This design comes from an exercise in tuning for small area on the open sky130 flow, not from production work. The RTL was checked by simulation tests, not by an equivalence proof against the original design. The clock port is modelled as an ideal driver; clocking choices that lean on that would not hold on a real chip. No activity file was given, so power comes from the tool's default toggle rates.

==> inputs of job 6670 <==
==> flow/design.v <==
module ram_burst_ctrl #(
  parameter int DATA_W = 32,
  parameter int ADDR_W = 9,
  parameter int BURST  = 16
) (
  input  logic                       clk,
  input  logic                       rst,
  input  logic                       cmd_valid,
  output logic                       cmd_ready,
  input  logic                       cmd_we,
  input  logic [ADDR_W-1:0]          cmd_addr,
  input  logic [5:0]                 cmd_len,
  input  logic                       wr_valid,
  output logic                       wr_ready,
  input  logic [DATA_W-1:0]          wr_data,
  output logic                       rd_valid,
  input  logic                       rd_ready,
  output logic [DATA_W-1:0]          rd_data,
  output logic                       rd_last,
  output logic                       busy,
  output logic                       done,
  output logic                       err,
  output logic                       ram_we,
  output logic [ADDR_W-1:0]          ram_addr,
  output logic [$clog2(BURST)-1:0]   ram_cnt,
  output logic [DATA_W*BURST-1:0]    ram_wdata,
  input  logic [DATA_W*BURST-1:0]    ram_rdata
);
  localparam logic [2:0] S_IDLE   = 3'd0;
  localparam logic [2:0] S_WFILL  = 3'd2;
  localparam logic [2:0] S_WBURST = 3'd6;
  localparam logic [2:0] S_RISSUE = 3'd1;
  localparam logic [2:0] S_RWAIT  = 3'd3;
  localparam logic [2:0] S_RDRAIN = 3'd5;
  logic [2:0]        r_state;
  logic [ADDR_W:0]   r_addr;    
  logic [5:0]        r_left;    
  logic [3:0]        r_idx;     
  logic              r_ended;   
  logic              r_err;
  logic [DATA_W-1:0] r_wbuf [BURST-1];
  logic [DATA_W-1:0] r_wlast;
  function automatic logic [4:0] f_inc4(input logic [3:0] x, input logic ci);
    logic c;
    c = ci;
    for (int i = 0; i < 4; i++) begin
      f_inc4[i] = x[i] ^ c;
      c = c & x[i];
    end
    f_inc4[4] = c;
  endfunction
  function automatic logic [5:0] f_inc6(input logic [5:0] x, input logic ci);
    logic c;
    c = ci;
    for (int i = 0; i < 6; i++) begin
      f_inc6[i] = x[i] ^ c;
      c = c & x[i];
    end
  endfunction
  function automatic logic [5:0] f_dec6(input logic [5:0] x, input logic bi);
    logic b;
    b = bi;
    for (int i = 0; i < 6; i++) begin
      f_dec6[i] = x[i] ^ b;
      b = b & ~x[i];
    end
  endfunction
  logic w_idle, w_fill, w_drain, w_wburst, w_accept;
  logic w_wr_hs, w_rd_hs, w_hs, w_last, w_wdone, w_idx15, w_chunk_end;
  logic w_cmd_oor, w_cnt_clamp;
  logic [4:0]      w_lo_inc;
  logic [ADDR_W:0] w_addr_inc;
  logic [3:0]      w_cnt;
  assign w_idle      = (r_state == S_IDLE);
  assign w_fill      = (r_state == S_WFILL);
  assign w_drain     = (r_state == S_RDRAIN);
  assign w_wburst    = (r_state == S_WBURST);
  assign w_accept    = w_idle && cmd_valid;
  assign w_wr_hs     = w_fill && wr_valid;
  assign w_rd_hs     = w_drain && rd_ready;
  assign w_hs        = w_wr_hs || w_rd_hs;
  assign w_last      = (r_left == '0);
  assign w_wdone     = r_left[5] && r_left[4];
  assign w_idx15     = (r_idx == 4'd15);
  assign w_chunk_end = w_idx15 || w_last;
  assign w_lo_inc   = f_inc4(r_addr[3:0], w_rd_hs);
  assign w_addr_inc = {f_inc6(r_addr[ADDR_W:4], w_lo_inc[4] | r_ended), w_lo_inc[3:0]};
  always_comb begin
    logic c;
    c = 1'b0;
    for (int i = 0; i < 6; i++) c = (cmd_addr[i] & cmd_len[i]) | (c & cmd_addr[i]) | (c & cmd_len[i]);
    w_cmd_oor = c & (&cmd_addr[8:6]);
  end
  always_ff @(posedge clk) begin
    if (rst) begin
      r_state <= S_IDLE;
      r_ended <= 1'b0;
      r_err   <= 1'b0;
    end else begin
      r_ended <= w_wburst || (w_rd_hs && w_last);
      case (r_state)
        S_IDLE: begin
          if (cmd_valid) begin
            r_err   <= w_cmd_oor;
            r_state <= cmd_we ? S_WFILL : S_RISSUE;
          end
        end
        S_WFILL:  if (wr_valid && w_chunk_end) r_state <= S_WBURST;
        S_WBURST: begin
          r_state <= w_wdone ? S_IDLE : S_WFILL;
        end
        S_RISSUE: r_state <= S_RWAIT;
        S_RWAIT:  r_state <= S_RDRAIN;
        S_RDRAIN: begin
          if (rd_ready) begin
            if (w_last) begin
              r_state <= S_IDLE;
            end else if (w_idx15) begin
              r_state <= S_RISSUE;
            end
          end
        end
        default: r_state <= S_IDLE;
      endcase
    end
  end
  always_ff @(posedge clk) begin
    r_addr <= w_accept ? {1'b0, cmd_addr} : w_addr_inc;
    r_left <= w_accept ? cmd_len : f_dec6(r_left, w_hs);
    r_idx  <= w_accept ? 4'd0 : f_inc4(r_idx, w_hs);
  end
  generate
    for (genvar gi = 0; gi < BURST - 1; gi++) begin : g_word
      always_ff @(posedge clk)
        if (w_wr_hs && (r_idx == gi)) r_wbuf[gi] <= wr_data;
      assign ram_wdata[gi*DATA_W +: DATA_W] = r_wbuf[gi];
    end
  endgenerate
  always_ff @(posedge clk) r_wlast <= wr_data;
  assign ram_wdata[(BURST-1)*DATA_W +: DATA_W] = r_wlast;
  assign w_cnt = {r_idx[3] ^ ~(r_idx[2] | r_idx[1] | r_idx[0]), r_idx[2] ^ ~(r_idx[1] | r_idx[0]),
                  ~(r_idx[1] ^ r_idx[0]), ~r_idx[0]};
  always_comb begin
    logic c;
    c = 1'b0;
    for (int i = 0; i < 4; i++) c = (r_addr[i] & w_cnt[i]) | (c & (r_addr[i] | w_cnt[i]));
    w_cnt_clamp = c & (&r_addr[ADDR_W-1:4]) & w_wburst;
  end
  assign cmd_ready = w_idle;
  assign busy      = !w_idle;
  assign wr_ready  = w_fill;
  assign rd_valid  = w_drain;
  assign rd_data   = r_addr[ADDR_W] ? '0 : ram_rdata[DATA_W-1:0];
  assign rd_last   = w_last;
  assign done      = w_idle && r_ended;
  assign err       = r_err;
  assign ram_we    = w_wburst && !r_addr[ADDR_W];
  assign ram_addr  = w_addr_inc[ADDR_W-1:0];
  assign ram_cnt   = w_cnt_clamp ? ~r_addr[3:0] : (w_cnt & {4{w_wburst}});
endmodule
==> flow/flow/run.sh <==
#!/bin/bash
# Layout flow: the standard ORFS flow (standard.sh) with these changes, none of which
# touches the registers, the constraints or the measurement:
#  - synthesis maps all the logic, adders included, with an area-oriented ABC script
#    (flow/abc_area.script, used through a copy of the ORFS scripts folder) instead of
#    extracting half adders first; registers are mapped before ABC runs, so they are exactly
#    the standard synthesis's;
#  - the buffers ABC inserted are removed before placement;
#  - after placement's repair_design, flow/downsize.tcl gives each gate and buffer it (or ABC)
#    sized up the smallest drive strength that still meets every slew and capacitance limit
#    with margin (registers and clock cells untouched);
#  - every port still gets a buffer, made from the smallest buffer cell (buf_1);
#  - pins may sit one routing track apart, so a small die holds all 1132 ports;
#  - the clock tree uses clkbuf_16 leaves driving up to 30 registers each, clkbuf_4 above
#    them, and no dummy loads.
# Each tool's full output goes to ORFS's per-step logs under orfs/logs/ and to the *.log
# files written here.
set -e
rm -rf scripts_abc
cp -r "$FLOW_HOME/scripts" scripts_abc
cp flow/abc_area.script scripts_abc/abc_area.script
export BUFFER_PORTS_ARGS="-buffer_cell sky130_fd_sc_hd__buf_1"
export PLACE_PINS_ARGS="-min_distance 1 -min_distance_in_tracks"
export REMOVE_ABC_BUFFERS=1
export POST_RESIZE_TCL="$(pwd)/flow/downsize.tcl"
export CTS_ARGS="-sink_clustering_enable -repair_clock_nets -dont_use_dummy_load -buf_list sky130_fd_sc_hd__clkbuf_16 -tree_buf sky130_fd_sc_hd__clkbuf_4 -root_buf sky130_fd_sc_hd__clkbuf_4 -sink_clustering_size 30 -sink_clustering_max_diameter 85"
bash standard.sh ABC_AREA=1 SCRIPTS_DIR="$(pwd)/scripts_abc" ADDER_MAP_FILE= synth > standard_synth.log 2>&1
bash standard.sh > standard.log 2>&1
==> flow/flow/abc_area.script <==
strash
dch
amap
topo
==> flow/flow/downsize.tcl <==
# After repair_design: gates and buffers that repair_design (or ABC) sized up may not need
# it once buffers sit on their long nets. Give each the smallest drive strength that keeps
# every slew and capacitance limit met with margin, and setup slack ample, under placement
# parasitics. Registers and clock cells are left alone.
proc ds_state {} {
  estimate_parasitics -placement
  return [list [sta::max_slew_violation_count] [sta::max_capacitance_violation_count] \
            [sta::max_slew_check_slack_limit] [sta::worst_slack -max]]
}
proc ds_ok {now base} {
  return [expr {[lindex $now 0] <= [lindex $base 0] && [lindex $now 1] <= [lindex $base 1] &&
                [lindex $now 2] >= min([lindex $base 2], 0.1) && [lindex $now 3] >= 1.0}]
}
set ds_base [ds_state]
puts "downsize: before (slew viol, cap viol, worst slew slack ratio, setup wns): $ds_base"
foreach inst [get_cells *] {
  set master [get_property $inst ref_name]
  if {![regexp {^(sky130_fd_sc_hd__[a-z0-9]+)_([0-9]+)$} $master -> base size]} { continue }
  if {$size <= 1} { continue }
  if {[regexp {df|dl|clk|conb|tap|fill|decap|diode} $base]} { continue }
  set name [get_full_name $inst]
  foreach s {1 2} {
    if {$s >= $size} { break }
    set small "${base}_$s"
    if {[get_lib_cells -quiet */$small] == ""} { continue }
    replace_cell [get_cells $name] [get_lib_cells */$small]
    if {[ds_ok [ds_state] $ds_base]} {
      puts "downsize: $name $master -> $small"
      break
    }
    replace_cell [get_cells $name] [get_lib_cells */$master]
  }
}
puts "downsize: after [ds_state]"
==> flow/standard.sh <==
#!/bin/bash
# synth_recipe.tcl (not shown) runs the flow's synth.tcl, then flattens the netlist and writes it again
# the make line also repeats each setting of config.mk as NAME=value (left out here)
make -C /OpenROAD-flow-scripts/flow DESIGN_CONFIG=/design/flow/config.mk WORK_HOME=/design/flow/orfs CLKGATE_MAP_FILE= SYNTH_SCRIPT=/design/flow/synth_recipe.tcl "${@:-finish}"
==> flow/config.mk <==
export PLATFORM = sky130hd
export DESIGN_NAME = ram_burst_ctrl
export DESIGN_NICKNAME = ram_burst_ctrl
export VERILOG_FILES = /design/flow/design.v
export SDC_FILE = /design/flow/constraint.sdc
export NUM_CORES = 4
export LEC_CHECK = 0
export CAP_MARGIN = 10
export CORE_AREA = 4 4 181 181
export DIE_AREA = 0 0 185 185
export SLEW_MARGIN = 10
==> flow/constraint.sdc <==
create_clock -name core_clock -period 7.0 [get_ports {clk}]
set_input_delay 1.4000 -clock core_clock [delete_from_list [all_inputs] [get_ports {clk}]]
set_output_delay 1.4000 -clock core_clock [all_outputs]
set_load 0.01 [all_outputs]
==> job 5072: changes against job 6670 <==
--- a/flow/design.v
+++ b/flow/design.v
@@ -28,8 +28,8 @@
 );
   localparam logic [2:0] S_IDLE   = 3'd0;
-  localparam logic [2:0] S_WFILL  = 3'd2;
-  localparam logic [2:0] S_WBURST = 3'd6;
-  localparam logic [2:0] S_RISSUE = 3'd1;
-  localparam logic [2:0] S_RWAIT  = 3'd3;
+  localparam logic [2:0] S_WFILL  = 3'd1;
+  localparam logic [2:0] S_WBURST = 3'd2;
+  localparam logic [2:0] S_RISSUE = 3'd3;
+  localparam logic [2:0] S_RWAIT  = 3'd4;
   localparam logic [2:0] S_RDRAIN = 3'd5;
   logic [2:0]        r_state;
@@ -145,5 +145,5 @@
     c = 1'b0;
     for (int i = 0; i < 4; i++) c = (r_addr[i] & w_cnt[i]) | (c & (r_addr[i] | w_cnt[i]));
-    w_cnt_clamp = c & (&r_addr[ADDR_W-1:4]) & w_wburst;
+    w_cnt_clamp = c & (&r_addr[ADDR_W-1:4]);
   end
   assign cmd_ready = w_idle;
@@ -157,4 +157,4 @@
   assign ram_we    = w_wburst && !r_addr[ADDR_W];
   assign ram_addr  = w_addr_inc[ADDR_W-1:0];
-  assign ram_cnt   = w_cnt_clamp ? ~r_addr[3:0] : (w_cnt & {4{w_wburst}});
+  assign ram_cnt   = w_cnt_clamp ? ~r_addr[3:0] : w_cnt;
 endmodule
==> flow/flow/run.sh (replaced) <==
#!/bin/bash
# Standard layout, with the port buffers made from the smallest buffer cell and a leaner clock tree.
set -e
export BUFFER_PORTS_ARGS="-buffer_cell sky130_fd_sc_hd__buf_1"
export PLACE_PINS_ARGS="-min_distance 1 -min_distance_in_tracks"
export REMOVE_ABC_BUFFERS=1
export POST_CTS_TCL="$(pwd)/flow/recover.tcl"
export CTS_ARGS="-sink_clustering_enable -repair_clock_nets -dont_use_dummy_load -buf_list sky130_fd_sc_hd__clkbuf_16 -sink_clustering_size 30 -sink_clustering_max_diameter 110"
bash standard.sh > standard.log 2>&1
==> flow/flow/recover.tcl (new file) <==
# After clock tree synthesis: downsize gates that have timing slack to spare; the global
# route step's repair_design then fixes any slew or capacitance limit this breaks.
log_cmd estimate_parasitics -placement
log_cmd repair_timing -recover_power 100 -verbose
log_cmd detailed_placement
--- a/flow/config.mk
+++ b/flow/config.mk
@@ -7,5 +7,5 @@
 export LEC_CHECK = 0
 export CAP_MARGIN = 10
-export CORE_AREA = 4 4 181 181
-export DIE_AREA = 0 0 185 185
+export CORE_AREA = 4 4 216 216
+export DIE_AREA = 0 0 220 220
 export SLEW_MARGIN = 10
removed: flow/flow/abc_area.script
removed: flow/flow/downsize.tcl
==> job 9024: changes against job 6670 <==
--- a/flow/design.v
+++ b/flow/design.v
@@ -28,8 +28,8 @@
 );
   localparam logic [2:0] S_IDLE   = 3'd0;
-  localparam logic [2:0] S_WFILL  = 3'd2;
-  localparam logic [2:0] S_WBURST = 3'd6;
-  localparam logic [2:0] S_RISSUE = 3'd1;
-  localparam logic [2:0] S_RWAIT  = 3'd3;
+  localparam logic [2:0] S_WFILL  = 3'd1;
+  localparam logic [2:0] S_WBURST = 3'd2;
+  localparam logic [2:0] S_RISSUE = 3'd3;
+  localparam logic [2:0] S_RWAIT  = 3'd4;
   localparam logic [2:0] S_RDRAIN = 3'd5;
   logic [2:0]        r_state;
@@ -145,5 +145,5 @@
     c = 1'b0;
     for (int i = 0; i < 4; i++) c = (r_addr[i] & w_cnt[i]) | (c & (r_addr[i] | w_cnt[i]));
-    w_cnt_clamp = c & (&r_addr[ADDR_W-1:4]) & w_wburst;
+    w_cnt_clamp = c & (&r_addr[ADDR_W-1:4]);
   end
   assign cmd_ready = w_idle;
@@ -157,4 +157,4 @@
   assign ram_we    = w_wburst && !r_addr[ADDR_W];
   assign ram_addr  = w_addr_inc[ADDR_W-1:0];
-  assign ram_cnt   = w_cnt_clamp ? ~r_addr[3:0] : (w_cnt & {4{w_wburst}});
+  assign ram_cnt   = w_cnt_clamp ? ~r_addr[3:0] : w_cnt;
 endmodule
==> flow/flow/run.sh (replaced) <==
#!/bin/bash
# Standard layout, with the port buffers made from the smallest buffer cell and a leaner clock tree.
set -e
export BUFFER_PORTS_ARGS="-buffer_cell sky130_fd_sc_hd__buf_1"
export PLACE_PINS_ARGS="-min_distance 1 -min_distance_in_tracks"
export REMOVE_ABC_BUFFERS=1
export RECOVER_POWER=100
export CTS_ARGS="-sink_clustering_enable -repair_clock_nets -dont_use_dummy_load -buf_list sky130_fd_sc_hd__clkbuf_16 -sink_clustering_size 30 -sink_clustering_max_diameter 110"
bash standard.sh > standard.log 2>&1
--- a/flow/config.mk
+++ b/flow/config.mk
@@ -7,5 +7,5 @@
 export LEC_CHECK = 0
 export CAP_MARGIN = 10
-export CORE_AREA = 4 4 181 181
-export DIE_AREA = 0 0 185 185
+export CORE_AREA = 4 4 216 216
+export DIE_AREA = 0 0 220 220
 export SLEW_MARGIN = 10
removed: flow/flow/abc_area.script
removed: flow/flow/downsize.tcl
==> flow_summary.yaml <==
critical_path:
  crit_cells: 10
  slowest_delay_ps: 910
run_status:
  status: "finished clean"
global_routing:
  grt_max_degree: 36
  antenna_found_initial: 3
synthesis:
  synthMuxAreaShare_pct: 0
  ys_top_cells_by_count: "edfxtp_1, dfxtp_1, nor2_1"
pwr:
  combPwrFrac_pct: 9.8
The numbers above come from job 6670.

==> flow_summary.yaml <==
run_status:
  status: "complete, but fails checks"
  so_faults: "max-capacitance violations, max-slew violations"
global_routing:
  grt_max_degree: 35
critical_path:
  slowest_delay_ps: 290
  crit_cells: 13
synthesis:
  ys_top_cells_by_count: "edfxtp_1, dfxtp_1, nor2b_1"
pwr:
  combPwrFrac_pct: 7.6
job:
  drv_cap: 18
sta:
  drv_slew: 442
The numbers above come from job 9024.

==> flow_summary.yaml <==
final_layout:
  fin_area_um2: 20900
  nNonClkInverters: 13
sta:
  worst_slew_pin_slew_ps: 1170
run_status:
  status: "finished clean"
critical_path:
  crit_cells: 13
  slowest_delay_ps: 290
  r2r_slack_ps: 3680
routing:
  route.antenna.remaining_nets: 0
synthesis:
  synth.cell_area_um2: 16900
  ys_top_cells_by_count: "edfxtp_1, dfxtp_1, nor2b_1"
die:
  fp-row-count: 77
  nWellTaps: 592
placed_design:
  place_area_um2: 20200
min_path:
  whs_endpoint: "r_err"
The numbers above come from job 5072.

-- afterwards: timing with drivers on the ports --
How much do the figures lean on ideal ports? The routed layouts below were timed once more, with nothing changed but the port constraints. Step 1, drivers: a clkbuf_16 drives clk and a buf_2 each remaining input, both assumed. Step 2 moves the port delays by t, midway between the first and last clock arrival at a register: inputs arrive t later, outputs are due t later. That takes back most of the time a late clock gives input paths. Slacks: ideal / step 1 / step 2; pairs: ideal / step 1.
| run | shift t [ns] | slack for setup (ns) | clock arrival spread, ns |
|---|---|---|---|
| job 6670 | 0.823 | 1.786 / 1.739 / 1.922 | 0.021 / 0.021 |
| job 5072 | 0.592 | 1.642 / 1.605 / 1.605 | 0.087 / 0.088 |
| job 9024 | 0.590 | 1.646 / 1.609 / 1.555 | 0.080 / 0.079 |
The setup slack of job 9024, which loses most, moves by -0.037 ns with the drivers and by -0.091 ns with both steps.
